Source: an optimization exercise on an open RTL-to-GDS flow (aim: small area). Production flows keep margins and buffers that such runs may drop. Function was checked by simulation only, so behaviour that the tests miss may differ from the original. Power and IR drop assume default switching activity.

===== config.mk =====
export PLATFORM = sky130hd
export DESIGN_NAME = hb_interp
export DESIGN_NICKNAME = hb_interp
export VERILOG_FILES = /design/flow/design.v
export SDC_FILE = /design/flow/constraint.sdc
export NUM_CORES = 4
export LEC_CHECK = 0
export CAP_MARGIN = 20
export CORE_MARGIN = 2
export CORE_UTILIZATION = 65
export CTS_BUF_LIST = sky130_fd_sc_hd__clkbuf_4
export SLEW_MARGIN = 20

===== constraint.sdc =====
create_clock -name core_clock -period 14.0 [get_ports {clk}]
set_input_delay 2.8000 -clock core_clock [delete_from_list [all_inputs] [get_ports {clk}]]
set_output_delay 2.8000 -clock core_clock [all_outputs]
set_load 0.01 [all_outputs]

===== design.v =====
module hb_interp #(
    parameter int WIDTH = 16
) (
    input  logic             clk,
    input  logic             rst,
    input  logic             bypass,
    input  logic             run,
    input  logic [8:0]       cpo,
    input  logic             stb_in,
    input  logic [WIDTH-1:0] data_in,
    output logic             stb_out,
    output logic [WIDTH-1:0] data_out,
    output logic             ovf
);
    logic [9:0]              s_q;
    logic [WIDTH-1:0]        dly_q [16];
    logic [4:0]              vcnt_q;
    logic [22:0]             acc_q;
    logic [1-1:0]           cr_q;
    logic [WIDTH-1:0]        fb0_q, fb1_q;
    logic                    c_pend_q;
    logic [8:0]              c_cnt_q;
    logic [1:0]              c_off_q;
    logic                    stb_out_q;
    logic [WIDTH-1:0]        data_out_q;
    logic                    ovf_q;
    logic [3:0] ph;
    logic slot_free_d, accept_d, drop_d, f_emit_d, c_emit_d;
    logic [15:0] vld;
    logic [3:0] lane [16];
    logic [4:0] r0, r1, r2, r3, r4, r5, r6, r7;
    logic [WIDTH-1:0] cval;
    logic [22:0] acc_d, res_v, res;
    logic [17:0] fv;
    logic [1-1:0] cr_d;
    logic [WIDTH-1:0] f_sat;
    logic [1:0] off_e;
    function automatic logic [WIDTH-1:0] pick4(input logic [WIDTH-1:0] a, b, c, d,
                                               input logic sa, sb, sc, sd);
        pick4 = ({WIDTH{sa}} & a) | ({WIDTH{sb}} & b) | ({WIDTH{sc}} & c) | ({WIDTH{sd}} & d);
    endfunction
    function automatic logic [4:0] add4(input logic [3:0] a, b);
        logic c;
        c = 1'b0;
        for (int i = 0; i < 4; i++) begin
            add4[i] = a[i] ^ b[i] ^ c;
            c = (a[i] & b[i]) | (a[i] & c) | (b[i] & c);
        end
        add4[4] = c;
    endfunction
    function automatic logic [22:0] add23(input logic [22:0] a, b);
        logic c;
        c = 1'b0;
        for (int i = 0; i < 23; i++) begin
            add23[i] = a[i] ^ b[i] ^ c;
            c = (a[i] & b[i]) | (a[i] & c) | (b[i] & c);
        end
    endfunction
    function automatic logic [15:0] thermo(input logic [3:0] n);
        case (n)
            4'd0: thermo = 16'h0000;
            4'd1: thermo = 16'h0001;
            4'd2: thermo = 16'h0003;
            4'd3: thermo = 16'h0007;
            4'd4: thermo = 16'h000f;
            4'd5: thermo = 16'h001f;
            4'd6: thermo = 16'h003f;
            4'd7: thermo = 16'h007f;
            4'd8: thermo = 16'h00ff;
            4'd9: thermo = 16'h01ff;
            4'd10: thermo = 16'h03ff;
            4'd11: thermo = 16'h07ff;
            4'd12: thermo = 16'h0fff;
            4'd13: thermo = 16'h1fff;
            4'd14: thermo = 16'h3fff;
            4'd15: thermo = 16'h7fff;
            default: thermo = 16'h0000;
        endcase
    endfunction
    function automatic logic [8:0] dec9(input logic [8:0] a);
        logic b;
        b = 1'b1;
        for (int i = 0; i < 9; i++) begin
            dec9[i] = a[i] ^ b;
            b = b & !a[i];
        end
    endfunction
    function automatic logic [4:0] inc5(input logic [4:0] a);
        logic c;
        c = 1'b1;
        for (int i = 0; i < 5; i++) begin
            inc5[i] = a[i] ^ c;
            c = c & a[i];
        end
    endfunction
    always_comb begin
        ph = s_q[3:0];
        vld = vcnt_q[4] ? 16'hffff : thermo(vcnt_q[3:0]);
        for (int i = 0; i < 16; i++) begin
            for (int b = 0; b < 3; b++) begin
                lane[i][b] = vld[i] & ((ph[0] & dly_q[i][b]) | (ph[1] & dly_q[i][4+b]) |
                                       (ph[2] & dly_q[i][8+b]) | (ph[3] & dly_q[i][12+b]));
            end
            lane[i][3] = (vld[i] & ((ph[0] & dly_q[i][3]) | (ph[1] & dly_q[i][7]) | (ph[2] & dly_q[i][11]))) |
                         (ph[3] & !(vld[i] & dly_q[i][15]));
        end
        r0 = add4(lane[0], lane[15]);
        r1 = add4(lane[1], lane[14]);
        r2 = add4(lane[2], lane[13]);
        r3 = add4(lane[3], lane[12]);
        r4 = add4(lane[4], lane[11]);
        r5 = add4(lane[5], lane[10]);
        r6 = add4(lane[6], lane[9]);
        r7 = add4(lane[7], lane[8]);
        res = add23(acc_q, res_v);
        fv  = {~res[22], res[21:5]};
        if (fv[17] != fv[16] || fv[16] != fv[15]) f_sat = fv[17] ? 16'h8000 : 16'h7fff;
        else                                      f_sat = fv[15:0];
        slot_free_d = !(s_q[0] | s_q[1] | s_q[2]);
        accept_d    = !bypass && run && stb_in && slot_free_d;
        drop_d      = !bypass && run && stb_in && !slot_free_d;
        f_emit_d    = run && s_q[9];
        c_emit_d    = run && c_pend_q && (c_cnt_q == 9'd1);
        off_e[0] = ^{s_q[5:0], accept_d};
        off_e[1] = (|{s_q[5:0], accept_d}) & !off_e[0];
        cval = pick4(dly_q[7], dly_q[8], dly_q[9], dly_q[10],
                     c_off_q == 2'd0 && vld[7], c_off_q == 2'd1 && vld[8],
                     c_off_q == 2'd2 && vld[9], c_off_q == 2'd3 && vld[10]);
    end
    logic bs0, bs1, bs2, bs3, bs4, bs5, bs6, bs7, bs8, bs9, bs10, bs11, bs12, bs13, bs14, bs15, bs16, bs17, bs18, bs19, bs20, bs21, bs22, kc5, kc6, kc8, kc12, kc13, kc16, kc18, kc20, kc21, s1, c1, s2, c2, s3, c3, s4, c4, s5, c5, s6, c6, s7, c7, s8, c8, s9, c9, s10, c10, s11, c11, s12, c12, s13, c13, s14, c14, s15, c15, s16, c16, s17, c17, s18, c18, s19, c19, s20, c20, s21, c21, s22, c22, s23, c23, s24, c24, s25, c25, s26, c26, s27, c27, s28, c28, s29, c29, s30, c30, s31, c31, s32, c32, s33, c33, s34, c34, s35, c35, s36, c36, s37, c37, s38, c38, s39, c39, s40, c40, s41, c41, s42, c42, s43, c43, s44, c44, s45, c45, s46, c46, s47, c47, s48, c48, s49, c49, s50, c50, s51, c51, s52, c52, s53, c53, s54, c54, s55, c55, s56, c56, s57, c57, s58, c58, s59, c59, s60, c60, s61, c61, s62, c62, s63, c63, s64, c64, s65, c65, s66, c66, s67, c67, s68, c68, s69, c69, s70, c70, s71, c71, s72, c72, s73, c73, s74, c74, s75, c75, s76, c76, s77, c77, s78, c78, s79, c79, s80, c80, s81, c81, s82, c82, s83, c83, s84, c84, s85, c85, s86, c86, s87, c87, s88, c88, s89, c89, s90, c90, s91, c91, s92, c92, s93, c93, s94, c94, s95, c95, s96, c96, s97, c97, s98, c98, s99, c99, s100, c100, s101, c101, s102, c102, s103, c103, s104, c104, s105, c105, s106, c106, s107, c107, s108, c108, s109, c109, s110, c110, s111, c111, s112, c112, s113, c113, s114, c114, s115, c115, s116, c116, s117, c117, s118, c118, s119, c119, s120, c120, s121, c121, s122, c122, s123, c123, s124, c124, s125, c125, s126, c126, s127, c127, s128, c128, s129, c129, s130, c130, s131, c131, s132, c132, s133, c133, s134, c134, s135, c135, s136, c136, s137, c137, s138, c138, s139, c139, s140, c140, s141, c141, s142, c142, s143, c143, s144, c144, s145, c145, s146, c146, s147, c147, s148, c148, s149, c149, s150, c150, s151, c151, s152, c152, s153, c153, s154, c154, s155, c155, s156, c156, s157, c157, s158, c158, s159, c159, s160, c160, s161, c161, s162, c162, s163, c163, s164, c164, s165, c165, s166, c166, s167, c167, s168, c168, s169, c169, s170, c170, s171, c171, s172, c172, s173, c173, s174, c174, s175, c175, s176, c176, s177, c177, s178, c178, s179, c179, s180, c180, s181, c181, s182, c182, s183, c183, s184, c184, s185, c185, s186, c186, s187, c187, s188, c188, s189, c189, s190, c190, s191, c191, s192, c192, s193, c193, s194, c194, s195, c195, s196, c196, s197, c197, s198, c198, s199, c199, s200, c200, s201, c201, s202, c202, s203, c203, s204, c204, s205, c205, s206, c206, s207, c207, s208, c208, s209, c209, s210, c210, s211, c211, s212, c212, s213, c213, s214, c214, s215, c215;
    assign bs0 = ph[0] ? 1'b0 : acc_q[4];
    assign bs1 = ph[0] ? 1'b0 : acc_q[5];
    assign bs2 = ph[0] ? 1'b0 : acc_q[6];
    assign bs3 = ph[0] ? 1'b0 : acc_q[7];
    assign bs4 = ph[0] ? 1'b0 : acc_q[8];
    assign bs5 = ph[0] ? 1'b1 : acc_q[9];
    assign kc5 = !ph[0];
    assign bs6 = ph[0] ? 1'b1 : acc_q[10];
    assign kc6 = !ph[0] & !ph[3];
    assign bs7 = ph[0] ? 1'b0 : acc_q[11];
    assign bs8 = ph[0] ? 1'b0 : acc_q[12];
    assign kc8 = ph[3];
    assign bs9 = ph[0] ? 1'b0 : acc_q[13];
    assign bs10 = ph[0] ? 1'b0 : acc_q[14];
    assign bs11 = ph[0] ? 1'b0 : acc_q[15];
    assign bs12 = ph[0] ? 1'b1 : acc_q[16];
    assign kc12 = !ph[0];
    assign bs13 = ph[0] ? 1'b1 : acc_q[17];
    assign kc13 = !ph[0];
    assign bs14 = ph[0] ? 1'b0 : acc_q[18];
    assign bs15 = ph[0] ? 1'b0 : acc_q[19];
    assign bs16 = ph[0] ? 1'b1 : acc_q[20];
    assign kc16 = !ph[0];
    assign bs17 = ph[0] ? 1'b0 : acc_q[21];
    assign bs18 = ph[0] ? 1'b0 : acc_q[22];
    assign kc18 = !ph[0];
    assign bs19 = ph[0] & 1'b1;
    assign bs20 = ph[0] & 1'b0;
    assign kc20 = ph[3];
    assign bs21 = ph[0] & 1'b1;
    assign kc21 = !ph[0] & !ph[3];
    assign bs22 = ph[0] & 1'b0;
    assign s1 = r0[3] ^ r0[1];
    assign c1 = r0[3] & r0[1];
    assign s2 = r0[4] ^ r0[2] ^ r0[0];
    assign c2 = (r0[4] & r0[2]) | (r0[4] & r0[0]) | (r0[2] & r0[0]);
    assign s3 = r1[4] ^ ~r1[2] ^ r2[4];
    assign c3 = (r1[4] & ~r1[2]) | (r1[4] & r2[4]) | (~r1[2] & r2[4]);
    assign s4 = r2[1] ^ ~r3[4];
    assign c4 = r2[1] & ~r3[4];
    assign s5 = r0[3] ^ r0[1] ^ ~r1[3];
    assign c5 = (r0[3] & r0[1]) | (r0[3] & ~r1[3]) | (r0[1] & ~r1[3]);
    assign s6 = r0[4] ^ r0[2] ^ ~r1[4];
    assign c6 = (r0[4] & r0[2]) | (r0[4] & ~r1[4]) | (r0[2] & ~r1[4]);
    assign s7 = r0[3] ^ ~r0[0];
    assign c7 = r0[3] & ~r0[0];
    assign s8 = r0[4] ^ ~r0[1] ^ ~r1[2];
    assign c8 = (r0[4] & ~r0[1]) | (r0[4] & ~r1[2]) | (~r0[1] & ~r1[2]);
    assign s9 = r0[2] ^ r0[0] ^ r1[2];
    assign c9 = (r0[2] & r0[0]) | (r0[2] & r1[2]) | (r0[0] & r1[2]);
    assign s10 = ~r1[0] ^ r2[2];
    assign c10 = ~r1[0] & r2[2];
    assign s11 = s1 ^ r1[3] ^ ~r1[1];
    assign c11 = (s1 & r1[3]) | (s1 & ~r1[1]) | (r1[3] & ~r1[1]);
    assign s12 = r2[3] ^ r2[0] ^ ~r3[3];
    assign c12 = (r2[3] & r2[0]) | (r2[3] & ~r3[3]) | (r2[0] & ~r3[3]);
    assign s13 = r4[3] ^ r4[1] ^ r5[3];
    assign c13 = (r4[3] & r4[1]) | (r4[3] & r5[3]) | (r4[1] & r5[3]);
    assign s14 = c1 ^ s2 ^ s3;
    assign c14 = (c1 & s2) | (c1 & s3) | (s2 & s3);
    assign s15 = s4 ^ r3[0] ^ r4[4];
    assign c15 = (s4 & r3[0]) | (s4 & r4[4]) | (r3[0] & r4[4]);
    assign s16 = r4[2] ^ r5[4] ^ ~r5[0];
    assign c16 = (r4[2] & r5[4]) | (r4[2] & ~r5[0]) | (r5[4] & ~r5[0]);
    assign s17 = ~r6[3] ^ ~r7[4];
    assign c17 = ~r6[3] & ~r7[4];
    assign s18 = c2 ^ c3 ^ c4;
    assign c18 = (c2 & c3) | (c2 & c4) | (c3 & c4);
    assign s19 = s5 ^ r2[2] ^ r3[1];
    assign c19 = (s5 & r2[2]) | (s5 & r3[1]) | (r2[2] & r3[1]);
    assign s20 = r4[3] ^ r4[0] ^ ~r5[1];
    assign c20 = (r4[3] & r4[0]) | (r4[3] & ~r5[1]) | (r4[0] & ~r5[1]);
    assign s21 = ~r6[4] ^ ~r7[2] ^ bs5;
    assign c21 = (~r6[4] & ~r7[2]) | (~r6[4] & bs5) | (~r7[2] & bs5);
    assign s22 = c5 ^ s6 ^ ~r1[0];
    assign c22 = (c5 & s6) | (c5 & ~r1[0]) | (s6 & ~r1[0]);
    assign s23 = r2[3] ^ r3[2] ^ r4[4];
    assign c23 = (r2[3] & r3[2]) | (r2[3] & r4[4]) | (r3[2] & r4[4]);
    assign s24 = r4[1] ^ ~r5[2] ^ ~r5[0];
    assign c24 = (r4[1] & ~r5[2]) | (r4[1] & ~r5[0]) | (~r5[2] & ~r5[0]);
    assign s25 = ~r7[3] ^ ~r7[0] ^ bs6;
    assign c25 = (~r7[3] & ~r7[0]) | (~r7[3] & bs6) | (~r7[0] & bs6);
    assign s26 = c6 ^ s7 ^ ~r1[1];
    assign c26 = (c6 & s7) | (c6 & ~r1[1]) | (s7 & ~r1[1]);
    assign s27 = r2[4] ^ r3[3] ^ ~r3[0];
    assign c27 = (r2[4] & r3[3]) | (r2[4] & ~r3[0]) | (r3[3] & ~r3[0]);
    assign s28 = r4[2] ^ ~r5[3] ^ ~r5[1];
    assign c28 = (r4[2] & ~r5[3]) | (r4[2] & ~r5[1]) | (~r5[3] & ~r5[1]);
    assign s29 = ~r6[0] ^ ~r7[4] ^ ~r7[1];
    assign c29 = (~r6[0] & ~r7[4]) | (~r6[0] & ~r7[1]) | (~r7[4] & ~r7[1]);
    assign s30 = c7 ^ s8 ^ ~r2[0];
    assign c30 = (c7 & s8) | (c7 & ~r2[0]) | (s8 & ~r2[0]);
    assign s31 = r3[4] ^ ~r3[1] ^ r4[3];
    assign c31 = (r3[4] & ~r3[1]) | (r3[4] & r4[3]) | (~r3[1] & r4[3]);
    assign s32 = ~r5[4] ^ ~r5[2] ^ ~r5[0];
    assign c32 = (~r5[4] & ~r5[2]) | (~r5[4] & ~r5[0]) | (~r5[2] & ~r5[0]);
    assign s33 = ~r6[1] ^ ~r7[2] ^ bs8;
    assign c33 = (~r6[1] & ~r7[2]) | (~r6[1] & bs8) | (~r7[2] & bs8);
    assign s34 = c8 ^ ~r0[2] ^ ~r1[3];
    assign c34 = (c8 & ~r0[2]) | (c8 & ~r1[3]) | (~r0[2] & ~r1[3]);
    assign s35 = r1[0] ^ ~r2[1] ^ ~r3[2];
    assign c35 = (r1[0] & ~r2[1]) | (r1[0] & ~r3[2]) | (~r2[1] & ~r3[2]);
    assign s36 = r4[4] ^ ~r5[3] ^ ~r5[1];
    assign c36 = (r4[4] & ~r5[3]) | (r4[4] & ~r5[1]) | (~r5[3] & ~r5[1]);
    assign s37 = ~r6[2] ^ ~r7[3] ^ r7[0];
    assign c37 = (~r6[2] & ~r7[3]) | (~r6[2] & r7[0]) | (~r7[3] & r7[0]);
    assign s38 = ~r0[3] ^ ~r1[4] ^ r1[1];
    assign c38 = (~r0[3] & ~r1[4]) | (~r0[3] & r1[1]) | (~r1[4] & r1[1]);
    assign s39 = ~r2[2] ^ ~r2[0] ^ ~r3[3];
    assign c39 = (~r2[2] & ~r2[0]) | (~r2[2] & ~r3[3]) | (~r2[0] & ~r3[3]);
    assign s40 = ~r3[0] ^ ~r5[4] ^ ~r5[2];
    assign c40 = (~r3[0] & ~r5[4]) | (~r3[0] & ~r5[2]) | (~r5[4] & ~r5[2]);
    assign s41 = ~r6[3] ^ ~r7[4] ^ r7[1];
    assign c41 = (~r6[3] & ~r7[4]) | (~r6[3] & r7[1]) | (~r7[4] & r7[1]);
    assign s42 = ~r0[4] ^ r1[2] ^ ~r2[3];
    assign c42 = (~r0[4] & r1[2]) | (~r0[4] & ~r2[3]) | (r1[2] & ~r2[3]);
    assign s43 = ~r2[1] ^ ~r3[4] ^ ~r3[1];
    assign c43 = (~r2[1] & ~r3[4]) | (~r2[1] & ~r3[1]) | (~r3[4] & ~r3[1]);
    assign s44 = r4[0] ^ ~r5[3] ^ ~r6[4];
    assign c44 = (r4[0] & ~r5[3]) | (r4[0] & ~r6[4]) | (~r5[3] & ~r6[4]);
    assign s45 = r1[3] ^ ~r2[4] ^ ~r2[2];
    assign c45 = (r1[3] & ~r2[4]) | (r1[3] & ~r2[2]) | (~r2[4] & ~r2[2]);
    assign s46 = ~r3[2] ^ r3[0] ^ r4[1];
    assign c46 = (~r3[2] & r3[0]) | (~r3[2] & r4[1]) | (r3[0] & r4[1]);
    assign s47 = ~r5[4] ^ ~r5[0];
    assign c47 = ~r5[4] & ~r5[0];
    assign s48 = r1[4] ^ ~r2[3] ^ ~r3[3];
    assign c48 = (r1[4] & ~r2[3]) | (r1[4] & ~r3[3]) | (~r2[3] & ~r3[3]);
    assign s49 = r3[1] ^ r4[2] ^ ~r4[0];
    assign c49 = (r3[1] & r4[2]) | (r3[1] & ~r4[0]) | (r4[2] & ~r4[0]);
    assign s50 = ~r5[1] ^ r6[0];
    assign c50 = ~r5[1] & r6[0];
    assign s51 = ~r2[4] ^ ~r3[4] ^ r3[2];
    assign c51 = (~r2[4] & ~r3[4]) | (~r2[4] & r3[2]) | (~r3[4] & r3[2]);
    assign s52 = r4[3] ^ ~r4[1] ^ ~r5[2];
    assign c52 = (r4[3] & ~r4[1]) | (r4[3] & ~r5[2]) | (~r4[1] & ~r5[2]);
    assign s53 = r3[3] ^ r4[4] ^ ~r4[2];
    assign c53 = (r3[3] & r4[4]) | (r3[3] & ~r4[2]) | (r4[4] & ~r4[2]);
    assign s54 = r3[4] ^ ~r4[3] ^ ~r5[4];
    assign c54 = (r3[4] & ~r4[3]) | (r3[4] & ~r5[4]) | (~r4[3] & ~r5[4]);
    assign s55 = r0[0] ^ r1[0] ^ r2[0];
    assign c55 = (r0[0] & r1[0]) | (r0[0] & r2[0]) | (r1[0] & r2[0]);
    assign s56 = r0[1] ^ r1[1] ^ r2[1];
    assign c56 = (r0[1] & r1[1]) | (r0[1] & r2[1]) | (r1[1] & r2[1]);
    assign s57 = ~r3[1] ^ r4[1] ^ r5[1];
    assign c57 = (~r3[1] & r4[1]) | (~r3[1] & r5[1]) | (r4[1] & r5[1]);
    assign s58 = s9 ^ s10 ^ ~r3[2];
    assign c58 = (s9 & s10) | (s9 & ~r3[2]) | (s10 & ~r3[2]);
    assign s59 = r4[2] ^ r4[0] ^ r5[2];
    assign c59 = (r4[2] & r4[0]) | (r4[2] & r5[2]) | (r4[0] & r5[2]);
    assign s60 = ~r6[1] ^ ~r7[2];
    assign c60 = ~r6[1] & ~r7[2];
    assign s61 = c9 ^ c10 ^ s11;
    assign c61 = (c9 & c10) | (c9 & s11) | (c10 & s11);
    assign s62 = s12 ^ s13 ^ ~r6[2];
    assign c62 = (s12 & s13) | (s12 & ~r6[2]) | (s13 & ~r6[2]);
    assign s63 = ~r7[3] ^ ~r7[0] ^ bs3;
    assign c63 = (~r7[3] & ~r7[0]) | (~r7[3] & bs3) | (~r7[0] & bs3);
    assign s64 = c11 ^ c12 ^ c13;
    assign c64 = (c11 & c12) | (c11 & c13) | (c12 & c13);
    assign s65 = s14 ^ s15 ^ s16;
    assign c65 = (s14 & s15) | (s14 & s16) | (s15 & s16);
    assign s66 = s17 ^ ~r7[1] ^ bs4;
    assign c66 = (s17 & ~r7[1]) | (s17 & bs4) | (~r7[1] & bs4);
    assign s67 = c14 ^ c15 ^ c16;
    assign c67 = (c14 & c15) | (c14 & c16) | (c15 & c16);
    assign s68 = c17 ^ s18 ^ s19;
    assign c68 = (c17 & s18) | (c17 & s19) | (s18 & s19);
    assign s69 = s20 ^ s21 ^ kc5;
    assign c69 = (s20 & s21) | (s20 & kc5) | (s21 & kc5);
    assign s70 = c18 ^ c19 ^ c20;
    assign c70 = (c18 & c19) | (c18 & c20) | (c19 & c20);
    assign s71 = c21 ^ s22 ^ s23;
    assign c71 = (c21 & s22) | (c21 & s23) | (s22 & s23);
    assign s72 = s24 ^ s25 ^ kc6;
    assign c72 = (s24 & s25) | (s24 & kc6) | (s25 & kc6);
    assign s73 = c22 ^ c23 ^ c24;
    assign c73 = (c22 & c23) | (c22 & c24) | (c23 & c24);
    assign s74 = c25 ^ s26 ^ s27;
    assign c74 = (c25 & s26) | (c25 & s27) | (s26 & s27);
    assign s75 = s28 ^ s29 ^ bs7;
    assign c75 = (s28 & s29) | (s28 & bs7) | (s29 & bs7);
    assign s76 = c26 ^ c27 ^ c28;
    assign c76 = (c26 & c27) | (c26 & c28) | (c27 & c28);
    assign s77 = c29 ^ s30 ^ s31;
    assign c77 = (c29 & s30) | (c29 & s31) | (s30 & s31);
    assign s78 = s32 ^ s33 ^ kc8;
    assign c78 = (s32 & s33) | (s32 & kc8) | (s33 & kc8);
    assign s79 = c30 ^ c31 ^ c32;
    assign c79 = (c30 & c31) | (c30 & c32) | (c31 & c32);
    assign s80 = c33 ^ s34 ^ s35;
    assign c80 = (c33 & s34) | (c33 & s35) | (s34 & s35);
    assign s81 = s36 ^ s37 ^ bs9;
    assign c81 = (s36 & s37) | (s36 & bs9) | (s37 & bs9);
    assign s82 = c34 ^ c35 ^ c36;
    assign c82 = (c34 & c35) | (c34 & c36) | (c35 & c36);
    assign s83 = c37 ^ s38 ^ s39;
    assign c83 = (c37 & s38) | (c37 & s39) | (s38 & s39);
    assign s84 = s40 ^ s41 ^ bs10;
    assign c84 = (s40 & s41) | (s40 & bs10) | (s41 & bs10);
    assign s85 = c38 ^ c39 ^ c40;
    assign c85 = (c38 & c39) | (c38 & c40) | (c39 & c40);
    assign s86 = c41 ^ s42 ^ s43;
    assign c86 = (c41 & s42) | (c41 & s43) | (s42 & s43);
    assign s87 = s44 ^ r7[2] ^ bs11;
    assign c87 = (s44 & r7[2]) | (s44 & bs11) | (r7[2] & bs11);
    assign s88 = c42 ^ c43 ^ c44;
    assign c88 = (c42 & c43) | (c42 & c44) | (c43 & c44);
    assign s89 = s45 ^ s46 ^ s47;
    assign c89 = (s45 & s46) | (s45 & s47) | (s46 & s47);
    assign s90 = r7[3] ^ bs12 ^ kc12;
    assign c90 = (r7[3] & bs12) | (r7[3] & kc12) | (bs12 & kc12);
    assign s91 = c45 ^ c46 ^ c47;
    assign c91 = (c45 & c46) | (c45 & c47) | (c46 & c47);
    assign s92 = s48 ^ s49 ^ s50;
    assign c92 = (s48 & s49) | (s48 & s50) | (s49 & s50);
    assign s93 = r7[4] ^ bs13 ^ kc13;
    assign c93 = (r7[4] & bs13) | (r7[4] & kc13) | (bs13 & kc13);
    assign s94 = c48 ^ c49 ^ c50;
    assign c94 = (c48 & c49) | (c48 & c50) | (c49 & c50);
    assign s95 = s51 ^ s52 ^ r5[0];
    assign c95 = (s51 & s52) | (s51 & r5[0]) | (s52 & r5[0]);
    assign s96 = r6[1] ^ r7[0] ^ bs14;
    assign c96 = (r6[1] & r7[0]) | (r6[1] & bs14) | (r7[0] & bs14);
    assign s97 = c51 ^ c52 ^ s53;
    assign c97 = (c51 & c52) | (c51 & s53) | (c52 & s53);
    assign s98 = ~r5[3] ^ r5[1] ^ r6[2];
    assign c98 = (~r5[3] & r5[1]) | (~r5[3] & r6[2]) | (r5[1] & r6[2]);
    assign s99 = ~r6[0] ^ r7[1] ^ bs15;
    assign c99 = (~r6[0] & r7[1]) | (~r6[0] & bs15) | (r7[1] & bs15);
    assign s100 = c53 ^ s54 ^ r5[2];
    assign c100 = (c53 & s54) | (c53 & r5[2]) | (s54 & r5[2]);
    assign s101 = r6[3] ^ ~r6[1] ^ r7[2];
    assign c101 = (r6[3] & ~r6[1]) | (r6[3] & r7[2]) | (~r6[1] & r7[2]);
    assign s102 = r7[0] ^ bs16 ^ kc16;
    assign c102 = (r7[0] & bs16) | (r7[0] & kc16) | (bs16 & kc16);
    assign s103 = c54 ^ ~r4[4] ^ r5[3];
    assign c103 = (c54 & ~r4[4]) | (c54 & r5[3]) | (~r4[4] & r5[3]);
    assign s104 = r6[4] ^ ~r6[2] ^ r7[3];
    assign c104 = (r6[4] & ~r6[2]) | (r6[4] & r7[3]) | (~r6[2] & r7[3]);
    assign s105 = r7[1] ^ bs17;
    assign c105 = r7[1] & bs17;
    assign s106 = r5[4] ^ ~r6[3] ^ r7[4];
    assign c106 = (r5[4] & ~r6[3]) | (r5[4] & r7[4]) | (~r6[3] & r7[4]);
    assign s107 = r7[2] ^ bs18;
    assign c107 = r7[2] & bs18;
    assign s108 = s55 ^ ~r3[0] ^ r4[0];
    assign c108 = (s55 & ~r3[0]) | (s55 & r4[0]) | (~r3[0] & r4[0]);
    assign s109 = c55 ^ s56 ^ s57;
    assign c109 = (c55 & s56) | (c55 & s57) | (s56 & s57);
    assign s110 = ~r6[0] ^ ~r7[1];
    assign c110 = ~r6[0] & ~r7[1];
    assign s111 = c56 ^ c57 ^ s58;
    assign c111 = (c56 & c57) | (c56 & s58) | (c57 & s58);
    assign s112 = s59 ^ s60 ^ bs2;
    assign c112 = (s59 & s60) | (s59 & bs2) | (s60 & bs2);
    assign s113 = c58 ^ c59 ^ c60;
    assign c113 = (c58 & c59) | (c58 & c60) | (c59 & c60);
    assign s114 = s61 ^ s62 ^ s63;
    assign c114 = (s61 & s62) | (s61 & s63) | (s62 & s63);
    assign s115 = c61 ^ c62 ^ c63;
    assign c115 = (c61 & c62) | (c61 & c63) | (c62 & c63);
    assign s116 = s64 ^ s65 ^ s66;
    assign c116 = (s64 & s65) | (s64 & s66) | (s65 & s66);
    assign s117 = c64 ^ c65 ^ c66;
    assign c117 = (c64 & c65) | (c64 & c66) | (c65 & c66);
    assign s118 = s67 ^ s68 ^ s69;
    assign c118 = (s67 & s68) | (s67 & s69) | (s68 & s69);
    assign s119 = c67 ^ c68 ^ c69;
    assign c119 = (c67 & c68) | (c67 & c69) | (c68 & c69);
    assign s120 = s70 ^ s71 ^ s72;
    assign c120 = (s70 & s71) | (s70 & s72) | (s71 & s72);
    assign s121 = c70 ^ c71 ^ c72;
    assign c121 = (c70 & c71) | (c70 & c72) | (c71 & c72);
    assign s122 = s73 ^ s74 ^ s75;
    assign c122 = (s73 & s74) | (s73 & s75) | (s74 & s75);
    assign s123 = c73 ^ c74 ^ c75;
    assign c123 = (c73 & c74) | (c73 & c75) | (c74 & c75);
    assign s124 = s76 ^ s77 ^ s78;
    assign c124 = (s76 & s77) | (s76 & s78) | (s77 & s78);
    assign s125 = c76 ^ c77 ^ c78;
    assign c125 = (c76 & c77) | (c76 & c78) | (c77 & c78);
    assign s126 = s79 ^ s80 ^ s81;
    assign c126 = (s79 & s80) | (s79 & s81) | (s80 & s81);
    assign s127 = c79 ^ c80 ^ c81;
    assign c127 = (c79 & c80) | (c79 & c81) | (c80 & c81);
    assign s128 = s82 ^ s83 ^ s84;
    assign c128 = (s82 & s83) | (s82 & s84) | (s83 & s84);
    assign s129 = c82 ^ c83 ^ c84;
    assign c129 = (c82 & c83) | (c82 & c84) | (c83 & c84);
    assign s130 = s85 ^ s86 ^ s87;
    assign c130 = (s85 & s86) | (s85 & s87) | (s86 & s87);
    assign s131 = c85 ^ c86 ^ c87;
    assign c131 = (c85 & c86) | (c85 & c87) | (c86 & c87);
    assign s132 = s88 ^ s89 ^ s90;
    assign c132 = (s88 & s89) | (s88 & s90) | (s89 & s90);
    assign s133 = c88 ^ c89 ^ c90;
    assign c133 = (c88 & c89) | (c88 & c90) | (c89 & c90);
    assign s134 = s91 ^ s92 ^ s93;
    assign c134 = (s91 & s92) | (s91 & s93) | (s92 & s93);
    assign s135 = c91 ^ c92 ^ c93;
    assign c135 = (c91 & c92) | (c91 & c93) | (c92 & c93);
    assign s136 = s94 ^ s95 ^ s96;
    assign c136 = (s94 & s95) | (s94 & s96) | (s95 & s96);
    assign s137 = c94 ^ c95 ^ c96;
    assign c137 = (c94 & c95) | (c94 & c96) | (c95 & c96);
    assign s138 = s97 ^ s98 ^ s99;
    assign c138 = (s97 & s98) | (s97 & s99) | (s98 & s99);
    assign s139 = c97 ^ c98 ^ c99;
    assign c139 = (c97 & c98) | (c97 & c99) | (c98 & c99);
    assign s140 = s100 ^ s101 ^ s102;
    assign c140 = (s100 & s101) | (s100 & s102) | (s101 & s102);
    assign s141 = c100 ^ c101 ^ c102;
    assign c141 = (c100 & c101) | (c100 & c102) | (c101 & c102);
    assign s142 = s103 ^ s104 ^ s105;
    assign c142 = (s103 & s104) | (s103 & s105) | (s104 & s105);
    assign s143 = c103 ^ c104 ^ c105;
    assign c143 = (c103 & c104) | (c103 & c105) | (c104 & c105);
    assign s144 = s106 ^ s107 ^ kc18;
    assign c144 = (s106 & s107) | (s106 & kc18) | (s107 & kc18);
    assign s145 = c106 ^ c107 ^ ~r6[4];
    assign c145 = (c106 & c107) | (c106 & ~r6[4]) | (c107 & ~r6[4]);
    assign s146 = r7[3] ^ bs19;
    assign c146 = r7[3] & bs19;
    assign s147 = r7[4] ^ bs20;
    assign c147 = r7[4] & bs20;
    assign s148 = s108 ^ r5[0];
    assign c148 = s108 & r5[0];
    assign s149 = c108 ^ s109 ^ s110;
    assign c149 = (c108 & s109) | (c108 & s110) | (s109 & s110);
    assign s150 = c109 ^ c110 ^ s111;
    assign c150 = (c109 & c110) | (c109 & s111) | (c110 & s111);
    assign s151 = c111 ^ c112 ^ s113;
    assign c151 = (c111 & c112) | (c111 & s113) | (c112 & s113);
    assign s152 = c113 ^ c114 ^ s115;
    assign c152 = (c113 & c114) | (c113 & s115) | (c114 & s115);
    assign s153 = c115 ^ c116 ^ s117;
    assign c153 = (c115 & c116) | (c115 & s117) | (c116 & s117);
    assign s154 = c117 ^ c118 ^ s119;
    assign c154 = (c117 & c118) | (c117 & s119) | (c118 & s119);
    assign s155 = c119 ^ c120 ^ s121;
    assign c155 = (c119 & c120) | (c119 & s121) | (c120 & s121);
    assign s156 = c121 ^ c122 ^ s123;
    assign c156 = (c121 & c122) | (c121 & s123) | (c122 & s123);
    assign s157 = c123 ^ c124 ^ s125;
    assign c157 = (c123 & c124) | (c123 & s125) | (c124 & s125);
    assign s158 = c125 ^ c126 ^ s127;
    assign c158 = (c125 & c126) | (c125 & s127) | (c126 & s127);
    assign s159 = c127 ^ c128 ^ s129;
    assign c159 = (c127 & c128) | (c127 & s129) | (c128 & s129);
    assign s160 = c129 ^ c130 ^ s131;
    assign c160 = (c129 & c130) | (c129 & s131) | (c130 & s131);
    assign s161 = c131 ^ c132 ^ s133;
    assign c161 = (c131 & c132) | (c131 & s133) | (c132 & s133);
    assign s162 = c133 ^ c134 ^ s135;
    assign c162 = (c133 & c134) | (c133 & s135) | (c134 & s135);
    assign s163 = c135 ^ c136 ^ s137;
    assign c163 = (c135 & c136) | (c135 & s137) | (c136 & s137);
    assign s164 = c137 ^ c138 ^ s139;
    assign c164 = (c137 & c138) | (c137 & s139) | (c138 & s139);
    assign s165 = c139 ^ c140 ^ s141;
    assign c165 = (c139 & c140) | (c139 & s141) | (c140 & s141);
    assign s166 = c141 ^ c142 ^ s143;
    assign c166 = (c141 & c142) | (c141 & s143) | (c142 & s143);
    assign s167 = c143 ^ c144 ^ s145;
    assign c167 = (c143 & c144) | (c143 & s145) | (c144 & s145);
    assign s168 = c145 ^ c146 ^ s147;
    assign c168 = (c145 & c146) | (c145 & s147) | (c146 & s147);
    assign s169 = c147 ^ bs21;
    assign c169 = c147 & bs21;
    assign s170 = s148 ^ ~r7[0];
    assign c170 = s148 & ~r7[0];
    assign s171 = c148 ^ s149 ^ bs1;
    assign c171 = (c148 & s149) | (c148 & bs1) | (s149 & bs1);
    assign s172 = c149 ^ s150 ^ s112;
    assign c172 = (c149 & s150) | (c149 & s112) | (s150 & s112);
    assign s173 = c150 ^ s151 ^ s114;
    assign c173 = (c150 & s151) | (c150 & s114) | (s151 & s114);
    assign s174 = c151 ^ s152 ^ s116;
    assign c174 = (c151 & s152) | (c151 & s116) | (s152 & s116);
    assign s175 = c152 ^ s153 ^ s118;
    assign c175 = (c152 & s153) | (c152 & s118) | (s153 & s118);
    assign s176 = c153 ^ s154 ^ s120;
    assign c176 = (c153 & s154) | (c153 & s120) | (s154 & s120);
    assign s177 = c154 ^ s155 ^ s122;
    assign c177 = (c154 & s155) | (c154 & s122) | (s155 & s122);
    assign s178 = c155 ^ s156 ^ s124;
    assign c178 = (c155 & s156) | (c155 & s124) | (s156 & s124);
    assign s179 = c156 ^ s157 ^ s126;
    assign c179 = (c156 & s157) | (c156 & s126) | (s157 & s126);
    assign s180 = c157 ^ s158 ^ s128;
    assign c180 = (c157 & s158) | (c157 & s128) | (s158 & s128);
    assign s181 = c158 ^ s159 ^ s130;
    assign c181 = (c158 & s159) | (c158 & s130) | (s159 & s130);
    assign s182 = c159 ^ s160 ^ s132;
    assign c182 = (c159 & s160) | (c159 & s132) | (s160 & s132);
    assign s183 = c160 ^ s161 ^ s134;
    assign c183 = (c160 & s161) | (c160 & s134) | (s161 & s134);
    assign s184 = c161 ^ s162 ^ s136;
    assign c184 = (c161 & s162) | (c161 & s136) | (s162 & s136);
    assign s185 = c162 ^ s163 ^ s138;
    assign c185 = (c162 & s163) | (c162 & s138) | (s163 & s138);
    assign s186 = c163 ^ s164 ^ s140;
    assign c186 = (c163 & s164) | (c163 & s140) | (s164 & s140);
    assign s187 = c164 ^ s165 ^ s142;
    assign c187 = (c164 & s165) | (c164 & s142) | (s165 & s142);
    assign s188 = c165 ^ s166 ^ s144;
    assign c188 = (c165 & s166) | (c165 & s144) | (s166 & s144);
    assign s189 = c166 ^ s167 ^ s146;
    assign c189 = (c166 & s167) | (c166 & s146) | (s167 & s146);
    assign s190 = c167 ^ s168 ^ kc20;
    assign c190 = (c167 & s168) | (c167 & kc20) | (s168 & kc20);
    assign s191 = c168 ^ s169 ^ kc21;
    assign c191 = (c168 & s169) | (c168 & kc21) | (s169 & kc21);
    assign s192 = c169 ^ bs22;
    assign c192 = c169 & bs22;
    assign s193 = s170 ^ bs0;
    assign c193 = s170 & bs0;
    assign s194 = c170 ^ s171 ^ c193;
    assign c194 = (c170 & s171) | (c170 & c193) | (s171 & c193);
    assign s195 = c171 ^ s172 ^ c194;
    assign c195 = (c171 & s172) | (c171 & c194) | (s172 & c194);
    assign s196 = c172 ^ s173 ^ c195;
    assign c196 = (c172 & s173) | (c172 & c195) | (s173 & c195);
    assign s197 = c173 ^ s174 ^ c196;
    assign c197 = (c173 & s174) | (c173 & c196) | (s174 & c196);
    assign s198 = c174 ^ s175 ^ c197;
    assign c198 = (c174 & s175) | (c174 & c197) | (s175 & c197);
    assign s199 = c175 ^ s176 ^ c198;
    assign c199 = (c175 & s176) | (c175 & c198) | (s176 & c198);
    assign s200 = c176 ^ s177 ^ c199;
    assign c200 = (c176 & s177) | (c176 & c199) | (s177 & c199);
    assign s201 = c177 ^ s178 ^ c200;
    assign c201 = (c177 & s178) | (c177 & c200) | (s178 & c200);
    assign s202 = c178 ^ s179 ^ c201;
    assign c202 = (c178 & s179) | (c178 & c201) | (s179 & c201);
    assign s203 = c179 ^ s180 ^ c202;
    assign c203 = (c179 & s180) | (c179 & c202) | (s180 & c202);
    assign s204 = c180 ^ s181 ^ c203;
    assign c204 = (c180 & s181) | (c180 & c203) | (s181 & c203);
    assign s205 = c181 ^ s182 ^ c204;
    assign c205 = (c181 & s182) | (c181 & c204) | (s182 & c204);
    assign s206 = c182 ^ s183 ^ c205;
    assign c206 = (c182 & s183) | (c182 & c205) | (s183 & c205);
    assign s207 = c183 ^ s184 ^ c206;
    assign c207 = (c183 & s184) | (c183 & c206) | (s184 & c206);
    assign s208 = c184 ^ s185 ^ c207;
    assign c208 = (c184 & s185) | (c184 & c207) | (s185 & c207);
    assign s209 = c185 ^ s186 ^ c208;
    assign c209 = (c185 & s186) | (c185 & c208) | (s186 & c208);
    assign s210 = c186 ^ s187 ^ c209;
    assign c210 = (c186 & s187) | (c186 & c209) | (s187 & c209);
    assign s211 = c187 ^ s188 ^ c210;
    assign c211 = (c187 & s188) | (c187 & c210) | (s188 & c210);
    assign s212 = c188 ^ s189 ^ c211;
    assign c212 = (c188 & s189) | (c188 & c211) | (s189 & c211);
    assign s213 = c189 ^ s190 ^ c212;
    assign c213 = (c189 & s190) | (c189 & c212) | (s190 & c212);
    assign s214 = c190 ^ s191 ^ c213;
    assign c214 = (c190 & s191) | (c190 & c213) | (s191 & c213);
    assign s215 = c191 ^ s192 ^ c214;
    assign c215 = (c191 & s192) | (c191 & c214) | (s192 & c214);
    assign acc_d = {s215, s214, s213, s212, s211, s210, s209, s208, s207, s206, s205, s204, s203, s202, s201, s200, s199, s198, s197, s196, s195, s194, s193};
    assign cr_d = 1'b0;
    assign res_v = {1'b0, 1'b0, 1'b0, 1'b0, 1'b0, 1'b0, 1'b0, 1'b0, 1'b0, 1'b0, 1'b0, 1'b0, 1'b0, 1'b0, 1'b0, 1'b0, 1'b0, 1'b0, 1'b0, 1'b0, 1'b0, 1'b0, 1'b0};
    always_ff @(posedge clk) begin
        if (accept_d) begin
            for (int i = 15; i > 0; i--) dly_q[i] <= dly_q[i-1];
            dly_q[0] <= data_in;
        end
        acc_q <= acc_d;
        cr_q  <= cr_d;
        if (s_q[4]) begin
            fb1_q <= fb0_q;
            fb0_q <= f_sat;
        end
        if (f_emit_d) begin
            c_cnt_q <= cpo;
            c_off_q <= off_e;
        end else begin
            c_cnt_q <= dec9(c_cnt_q);
            c_off_q <= {c_off_q[1] ^ (c_off_q[0] & accept_d), c_off_q[0] ^ accept_d};
        end
        if (rst) begin
            s_q        <= '0;
            vcnt_q     <= '0;
            c_pend_q   <= 1'b0;
            stb_out_q  <= 1'b0;
            data_out_q <= '0;
            ovf_q      <= 1'b0;
        end else begin
            s_q <= {s_q[8:0] & {9{run}}, accept_d};
            if (accept_d && !vcnt_q[4]) vcnt_q <= inc5(vcnt_q);
            if (!run)            c_pend_q <= 1'b0;
            else if (f_emit_d)   c_pend_q <= 1'b1;
            else if (c_emit_d)   c_pend_q <= 1'b0;
            if (drop_d || (f_emit_d && c_pend_q)) ovf_q <= 1'b1;
            if (bypass) begin
                stb_out_q <= stb_in;
                if (stb_in) data_out_q <= data_in;
            end else begin
                stb_out_q <= f_emit_d || c_emit_d;
                if (f_emit_d)      data_out_q <= s_q[5] ? fb1_q : fb0_q;
                else if (c_emit_d) data_out_q <= cval;
            end
        end
    end
    assign stb_out  = stb_out_q;
    assign data_out = data_out_q;
    assign ovf      = ovf_q;
endmodule

===== run.sh =====
#!/bin/bash
# synth_recipe.tcl (not shown) runs the flow's synth.tcl, then flattens the netlist and writes it again
# the make line also repeats each setting of config.mk as NAME=value (left out here)
make -C /OpenROAD-flow-scripts/flow DESIGN_CONFIG=/design/flow/config.mk WORK_HOME=/design/flow/orfs CLKGATE_MAP_FILE= SYNTH_SCRIPT=/design/flow/synth_recipe.tcl finish

==> flow_summary.toml, run 1 <==
[grt]
grt_pass1_wl_um = 81900
grt_overflow_total = 0
grt_pass1_vias = 13500
grt_start_max_net_pins = 189
antenna_found_initial = 2
grt.total_usage_pct = 34.5

[yosys]
synth.most_common_cell = "inv_1"
synth_top_area_share_pct = 42.8
syn_area_um2 = 20200
synth_top_cell_by_area = "edfxtp_1"
synth.area.top_cells = "edfxtp_1 (43%), fa_1 (21%), dfxtp_1 (7.8%), inv_1 (5.4%), a22oi_1 (3.4%)"
seq_area_frac_synth_pct = 50.7
synth_ff_type = "edfxtp_1"
syn-num-nets = 1838
synth_edf_count = 288
synthTopCellsByCount = "inv_1 (291), edfxtp_1 (288), fa_1 (214), a22oi_1 (92), dfxtp_1 (79)"
avgSynthCellArea_um2 = 13.0
syn_inst = 1554
ys_seq_elements = 367
async_flop_share_pct = 0
synth.distinct_cells = 60
ys_warn_count = 3

[floorplanning]
die_area_um2 = 32500
io_pins = 48
rows = 64
die_h_um = 180
initial_core_util_pct = 66.0
core_area_um2 = 30600
die_w_um = 180

[timing]
final_hold_viol_count = 0
tns_ps = 0
relSlewSlack_pct = 20.0
whs_ps = 423
finalSetupViolCount = 0
worst_pin_slew_ps = 1200
max_freq_ghz = 0.0769
rsz0062_at_grt = "false"
drv_slew = 0
finalCritPeriodShare_pct = 92.8
finalClockSkew_ps = 52.9
period_needed_ps = 13000

[routing]
num_vias = 13000
met3_length_um = 5430
drc = 0
wl_met2_um = 25500
viasPerCell = 6.11
avgRoutedWirePerCell_um = 25.2
firstDrtPassIters = 6
wl_um = 53400
met1_length_um = 20000
first_iter_violations = 1595
detail-route-antenna-nets = 0
top_layer_used = "met4"

[clock_network]
cts_root_buffer = "clkbuf_4"
cts_hold_buf = 0
numCtsBuffers = 93
insertion_delay_ps = 840
cts_sinks = 367
clk_pin_slew_ps = 60
cts_max_level = 3
clk_path_buf_depth = 3
cts_tree = "done"
postCtsSetupBuffers = 0
cts_resized = 0

[worst_setup_path]
cp.depth = 37
crit_buf_inv = 7
cp_common_cell = "fa_1"
critPathKind = "reg2reg"
crit_required_ps = 14710
cp-end-kind = "flip-flop"
reg2regPathDepth = 37
path_delay_family = "adder cells"
crit_arrival_ps = 13700
crit_fanout = 20
cpMaxStageDelayCell = "dfxtp_1"
cp_slowest_stage_delay_ps = 790
cp-start-kind = "flip-flop"

[run_status]
outcome = "finished clean"

[power_and_ir_drop]
p_sw_mw = 0.945
p_comb_share_pct = 25.2
powerDensity_nw_per_um2 = 136
power.internal_mw = 2.09
ir_worst_vdd_v = 0.000194
finalPower_mw = 3.04
seqPwrFrac_pct = 43.3
switching_share_pct = 31.1
p_leak_nw = 8.50
clkPwrFrac_pct = 31.5

[placement]
portBuffers = 47
place_hpwl_um = 39800
place_congestion = 0.946

[cells_and_area]
finish.utilization_pct = 73.0
layout-drive-gt1-share_pct = 11.3
regArea_um2 = 10200
syn2layout_area_growth_pct = 10.6
multi_input_area_um2 = 8550
nNetsFinal = 1925
n_fill_cell = 2140

[hold_path]
min_path_type = "reg2reg"
min_delay_path_depth = 0

[flow_run]
drv_cap = 0
-- layer usage --
metal	global-route usage, %	vias to the layer above
met5	0	-
met3	10.5	120
met4	16.1	0
met1	45.8	6490
li1	-	5623
met2	52.9	718
-- final cells by class --
class                      count  share of cell area [%]
tap                          396                    2.22
sequential                   367                    45.9
timing repair buffer          68                    2.93
antenna                        4                  0.0448
inverter                     296                    4.98
clock buffer                 142                    4.78
clock inverter                30                   0.880
multi-input combinational    815                    38.3
-- sequential cells by signal, summed over array words and instances (netlist names), named ones only --
name,flops
dly_q,256
acc_q,19
data_out_q,16
fb0_q,16
fb1_q,16
s_q,10
c_cnt_q,9
vcnt_q,5
c_off_q,2
c_pend_q,1
ovf_q,1
stb_out_q,1
-- logic make-up after synthesis --
group / synth area share, %
muxes: 0.843
and+or+nand+nor: 5.63
adders and majority gates: 23.7
AOI/OAI and AO/OA: 11.6
xor gates and xnor gates: 0.533
DFF: 50.7
buffers and inverters: 7.05
-- per-stage QoR --
stage               instances  setup WS, ps  cell area (um^2)
floorplan                1554          1490             20200
global placement         1942          1140             21000
detailed placement       1942          1050             21000
CTS                      2114          1020             22300
global route             2118           483             22300
finish                   2118          1000             22300
-- worst paths after layout --
check	start	end	slack [ps]
worst max-delay path	vcnt_q[4]	acc_q[22]	1000
worst min-delay path	dly_q[2][13]	dly_q[3][13]	420
worst max register to register	vcnt_q[4]	acc_q[22]	1000
worst min register to register	dly_q[2][13]	dly_q[3][13]	420
-- cell usage in the layout (no fill, tap or decap), types with 40 or more instances in the layout --
cell,count
nand2_1,54
clkdlybuf4s50_1,47
edfxtp_1,288
clkbuf_4,142
ha_1,40
dfxtp_1,75
o21ai_0,64
inv_1,291
fa_1,214
a22oi_1,92
-- power groups by stage --
stage	combinational [mW]	sequential (mW)	clock (mW)
global route	0.904	1.32	1.03
floorplan	0.553	1.31	0
finish	0.766	1.31	0.958
detailed placement	0.766	1.34	0
global placement	0.742	1.34	0
CTS	0.778	1.31	0.972
==> inputs of run 2 (changes only) <==
--- a/config.mk
+++ b/config.mk
@@ -7,6 +7,6 @@
 export LEC_CHECK = 0
 export CAP_MARGIN = 20
 export CORE_MARGIN = 2
-export CORE_UTILIZATION = 65
-export CTS_BUF_LIST = sky130_fd_sc_hd__clkbuf_4
+export CORE_UTILIZATION = 60
+export CTS_BUF_LIST = sky130_fd_sc_hd__clkbuf_8
 export SLEW_MARGIN = 20
==> run 2 against run 1 <==
  * Utilization fell by 6.3 points
  * Critical path type unchanged
  * Die area rose by 8.1%
  * Critical endpoint unchanged
  * Still clean on timing, DRC and antenna
  * Clock power fell by 6.3%
  * Total power fell by 1.9%
==> flow_summary.toml, run 2 <==
[run_status]
outcome = "finished clean"

[clock_network]
cts_hold_buf = 0
clk_pin_slew_ps = 60
cts_sinks = 367
cts_tree = "done"
postCtsSetupBuffers = 0
insertion_delay_ps = 690
cts_root_buffer = "clkbuf_8"
cts_resized = 0
numCtsBuffers = 60
clk_path_buf_depth = 3
cts_max_level = 2

[floorplanning]
rows = 67
core_area_um2 = 33400
initial_core_util_pct = 60.5
die_area_um2 = 35100
io_pins = 48
die_w_um = 187
die_h_um = 187

[routing]
wl_um = 54400
first_iter_violations = 1521
drc = 0
detail-route-antenna-nets = 0
avgRoutedWirePerCell_um = 25.9
firstDrtPassIters = 8
num_vias = 12700
viasPerCell = 6.04

[yosys]
synth_ff_type = "edfxtp_1"
synth_edf_count = 288
synth_top_cell_by_area = "edfxtp_1"
syn-num-nets = 1838
seq_area_frac_synth_pct = 50.7
synth.most_common_cell = "inv_1"
synth_top_area_share_pct = 42.8
synth.area.top_cells = "edfxtp_1 (43%), fa_1 (21%), dfxtp_1 (7.8%), inv_1 (5.4%), a22oi_1 (3.4%)"
syn_area_um2 = 20200
ys_seq_elements = 367
synthTopCellsByCount = "inv_1 (291), edfxtp_1 (288), fa_1 (214), a22oi_1 (92), dfxtp_1 (79)"
async_flop_share_pct = 0
ys_warn_count = 3
syn_inst = 1554
avgSynthCellArea_um2 = 13.0
synth.distinct_cells = 60

[grt]
grt_use_met3_pct = 5.82
grt_start_max_net_pins = 188
grt.total_usage_pct = 32.5
grt_pass1_wl_um = 82600
grt.busiest_layer = "met2"
antenna_found_initial = 0
grt_overflow_total = 0
grt_pass1_vias = 12900
gr-usage-met1_pct = 46.3
grt_util_met2_pct = 50.4

[timing]
max_freq_ghz = 0.0767
finalClockSkew_ps = 29.3
tns_ps = 0
relSlewSlack_pct = 24.4
finalCritPeriodShare_pct = 93.1
worst_pin_slew_ps = 1130
finalSetupViolCount = 0
period_needed_ps = 13040
drv_slew = 0
rsz0062_at_grt = "false"
final_hold_viol_count = 0

[placement]
place_hpwl_um = 40600
dpl_cell_area_um2 = 21100
portBuffers = 47
place_congestion = 0.910

[worst_setup_path]
reg2reg_from = "vcnt_q[4]"
crit_required_ps = 14550
crit_buf_inv = 6
cp-end-kind = "flip-flop"
cp_common_cell = "fa_1"
crit_end = "acc_q[22]"
crit_arrival_ps = 13600
rrSetupSlack_ps = 960
cp.depth = 37
critPathKind = "reg2reg"
cp_slowest_stage_delay_ps = 800
cpMaxStageDelayCell = "dfxtp_1"
crit_fanout = 20
cp-start-kind = "flip-flop"
reg2regPathDepth = 37
r2r-end = "acc_q[22]"
startpoint = "vcnt_q[4]"
path_delay_family = "adder cells"

[cells_and_area]
syn2layout_area_growth_pct = 10.2
mostFrequentLayoutCell = "inv_1"
antenna_cells = 0
final_cell_area_um2 = 22200
largest_register_ffs = 256
reg_top3 = "dly_q: 256 flops, acc_q: 19 flops"
layout-drive-gt1-share_pct = 7.30
nNetsFinal = 1893
regMostFlops = "dly_q"
final_cell_mix = "inv_1 (315), edfxtp_1 (288), fa_1 (214)"

[power_and_ir_drop]
powerDensity_nw_per_um2 = 134
p_leak_nw = 8.42
finalPower_mw = 2.98
ir_worst_vdd_v = 0.000141

[flow_run]
drv_cap = 0

[hold_path]
min_delay_path_depth = 1
min_path_type = "reg2reg"
## run 2: how the worst min path moves through the flow
stage | start | endpoint
2_1_floorplan | s_q[6] | s_q[7]
3_3_place_gp | s_q[7] | s_q[8]
3_5_place_dp | s_q[6] | s_q[7]
4_1_cts | s_q[7] | s_q[8]
5_1_grt | dly_q[13][3] | dly_q[14][3]
6_report | s_q[7] | s_q[8]
## run 2: final cells by class
type	instances	area, um^2
clock buffer	62	853
clock inverter	48	267
fill	2574	11100
inverter	296	1110
multi-input combinational	815	8560
sequential	367	10200
tap	448	561
timing repair buffer	69	648
## run 2: logic make-up (layout without fill, tap and decap cells)
logic type	count (synthesis)	in the layout	synth area share, %
xor gates and xnor gates	9	9	0.533
AOI/OAI and AO/OA	327	327	11.6
buffers and inverters	372	475	7.05
muxes	17	17	0.843
DFF	367	367	50.7
adders and majority gates	254	254	23.7
and+or+nand+nor	208	208	5.63
## run 2: power breakdown
group,leakage (nW),internal (mW),switching (mW)
Clock,0.657,0.448,0.450
Combinational,4.48,0.326,0.436
Sequential,3.29,1.26,0.0587
## run 2: stage by stage
stage	setup WS, ps	hold slack [ps]	util (%)	std cells
finish	960	428	66.7	2105
floorplan	1490	406	-	1554
global placement	1150	407	63.2	1995
detailed placement	989	417	63.2	1995
CTS	933	435	66.6	2105
global route	401	451	66.7	2105
## run 2: worst register-to-register path, delay by kind of cell, from the launching register on
family	cells	cell delay (ps)
compound gates	3	480
fa+ha+maj	26	10660
xor+xnor	1	130
flops	1	800
simple gates	1	140
buf+inv	6	770
## run 2: per-layer routing
metal / share of wire (%) / up-vias
met4: 4.1 / 0
li1: - / 5497
met1: 41 / 6441
met3: 8.5 / 106
met5: 0 / -
met2: 47 / 666
==> inputs of run 3 (changes only) <==
--- a/config.mk
+++ b/config.mk
@@ -7,6 +7,5 @@
 export LEC_CHECK = 0
 export CAP_MARGIN = 20
 export CORE_MARGIN = 2
-export CORE_UTILIZATION = 60
-export CTS_BUF_LIST = sky130_fd_sc_hd__clkbuf_8
+export CORE_UTILIZATION = 40
 export SLEW_MARGIN = 20
==> run 3 against run 2 <==
  * Still clean
  * Utilization decreased by 21 points
  * Worst hold slack worse by 4.0 ps
  * Area after synthesis stayed put
  * Total power up 7.1%
  * Clock skew is 7.1 ps lower
  * Critical path depth unchanged
  * Clock power grew 25%
  * Cell count is 9.0% higher
  * Sequential cell count unchanged
  * Combinational power about the same
  * Critical endpoint unchanged
  * Largest power group unchanged
==> flow_summary.toml, run 3 <==
[power_and_ir_drop]
powerDensity_nw_per_um2 = 140
ir_worst_vdd_v = 0.0000801
finalPower_mw = 3.19
p_leak_nw = 8.44

[worst_setup_path]
cpMaxStageDelayCell = "dfxtp_1"
crit_buf_inv = 6
critPathKind = "reg2reg"
crit_arrival_ps = 13430
cp-start-kind = "flip-flop"
crit_fanout = 27
cp-end-kind = "flip-flop"
crit_required_ps = 14440
cp_slowest_stage_delay_ps = 900
path_delay_family = "adder cells"
cp_common_cell = "fa_1"

[grt]
grt_pass1_wl_um = 82900
antenna_found_initial = 1
grt_pass1_vias = 12900
grt_overflow_total = 0
grt_start_max_net_pins = 210
grt.total_usage_pct = 21.5

[yosys]
synth.most_common_cell = "inv_1"
seq_area_frac_synth_pct = 50.7
synth-simple-area-share_pct = 5.63
syn-num-nets = 1838
synth_compound_area_share_pct = 11.6
async_flop_share_pct = 0
syn_inst = 1554
synth.area.top_cells = "edfxtp_1 (43%), fa_1 (21%), dfxtp_1 (7.8%), inv_1 (5.4%), a22oi_1 (3.4%)"
ys_warn_count = 3
synthTopCellsByCount = "inv_1 (291), edfxtp_1 (288), fa_1 (214), a22oi_1 (92), dfxtp_1 (79)"
syn_area_um2 = 20200
synth_top_area_share_pct = 42.8
synth.distinct_cells = 60
synth_ff_type = "edfxtp_1"
synth_edf_count = 288
synthAdderAreaFrac_pct = 23.7
synth_top_family_by_area = "adder cells"
ys_seq_elements = 367
avgSynthCellArea_um2 = 13.0
synth_top_cell_by_area = "edfxtp_1"
synth_xor_area_share_pct = 0.533
synthMuxAreaShare_pct = 0.843

[timing]
final_hold_viol_count = 0
period_needed_ps = 12990
drv_slew = 0
finalSetupViolCount = 0
finalWorstSetupSlack_ps = 1010
relSlewSlack_pct = 32.4
tns_ps = 0
max_freq_ghz = 0.0770
rsz0062_at_grt = "false"
worst_pin_slew_ps = 1010
whs_ps = 424
finalClockSkew_ps = 22.2
finalCritPeriodShare_pct = 92.8

[floorplanning]
die_h_um = 229
io_pins = 48
initial_core_util_pct = 40.4
core_area_um2 = 50000
die_area_um2 = 52300
die_w_um = 229
rows = 82

[routing]
drc = 0
wl_um = 54900
viasPerCell = 5.42
avgRoutedWirePerCell_um = 23.9
first_iter_violations = 1406
num_vias = 12400
firstDrtPassIters = 8
detail-route-antenna-nets = 0

[clock_network]
insertion_delay_ps = 560
cts_max_level = 2
cts_root_buffer = "clkbuf_16"
postCtsSetupBuffers = 0
clk_pin_slew_ps = 60
cts_sinks = 367
cts_hold_buf = 0
numCtsBuffers = 41
clk_path_buf_depth = 3
cts_resized = 0
cts_tree = "done"

[cells_and_area]
syn2layout_area_growth_pct = 13.0
layout-drive-gt1-share_pct = 6.53
largest_register_ffs = 256
final_cell_mix = "inv_1 (291), edfxtp_1 (288), fa_1 (214)"
antenna_cells = 0
finish.utilization_pct = 45.6
mostFrequentLayoutCell = "inv_1"
regMostFlops = "dly_q"
layoutNonFillerInstCount = 2295
final_cell_area_um2 = 22800
reg_top3 = "dly_q: 256 flops, acc_q: 19 flops"
nNetsFinal = 1875

[placement]
place_congestion = 0.941
place_hpwl_um = 41300
dpl_cell_area_um2 = 21400
pre_cts_ws_ps = 963
placed_cells = 2219
portBuffers = 47

[run_status]
outcome = "finished clean"

[flow_run]
drv_cap = 0

[hold_path]
min_path_type = "reg2reg"
==> run 3: cell counts after synthesis <==
No cell type changed its count.
==> run 3: power by group <==
group / total (mW) / leakage [nW] / switching (mW) / internal, mW
logic: 0.760 / 4.49 / 0.430 / 0.330
clock network: 1.12 / 0.665 / 0.447 / 0.668
registers: 1.32 / 3.29 / 0.0545 / 1.26
total: 3.19 / 8.44 / 0.932 / 2.26
==> run 3: cell type report <==
class,count,area (um^2)
Clock inverter,24,288
Inverter,296,1110
Timing Repair Buffer,70,676
Tap cell,672,841
Fill cell,4459,27200
Clock buffer,51,1090
Sequential cell,367,10200
Multi-Input combinational cell,815,8560
==> run 3: final timing paths <==
check	cells past startpoint	start	to	slack [ps]
setup / recovery	37	vcnt_q[4]	acc_q[22]	1010
hold / removal	1	s_q[8]	s_q[9]	420
setup reg to reg	37	vcnt_q[4]	acc_q[22]	1010
hold reg to reg	1	s_q[8]	s_q[9]	420
==> run 3: worst register-to-register path, delay by kind of cell, from the launching register on <==
kind,cells,cell delay (ps)
xor+xnor,1,130
flops,1,900
compound gates,1,240
fa+ha+maj,28,10970
buf+inv,6,370
simple gates,1,260
==> run 3: cells by family after synthesis <==
group | count (synthesis)
fa+ha+maj | 254
mux | 17
xor+xnor | 9
simple gates | 208
flops | 367
compound gates | 327
buf+inv | 372
==> run 3: routing by layer <==
layer	up-vias	share of wire, %	GRT usage [%]
met3	102	7.5	4.44
met1	6383	42	29.8
met5	-	0	0
met4	0	5.0	9.95
met2	501	46	32.5
li1	5455	-	-

## afterwards: timing with drivers on the ports
No port has a modelled driver above. Below, the same layouts with a new extraction and two added sets of constraints.
Step 1 sets driving cells, clkbuf_16 on the clock port and buf_2 on the other inputs (assumed; they add their load-dependent delay and slew).
Step 2 times the ports against the registers' clock, not the clock port: input delays grow and output delays shrink by t, the midpoint of the rising clock arrivals with the driver on.
Three values: ideal ports, drivers, drivers and shift; two values: the first two.
run	shift t [ns]	setup WS [ns]	hold slack, ns	clock arrival spread, ns
run 1	0.855	1.003 / 1.003 / 1.003	0.423 / 0.423 / 0.423	0.061 / 0.061
run 2	0.724	0.960 / 0.960 / 0.960	0.428 / 0.428 / 0.428	0.033 / 0.032
run 3	0.603	1.010 / 1.010 / 1.010	0.424 / 0.424 / 0.424	0.024 / 0.023
After both steps every run listed still meets setup and hold.
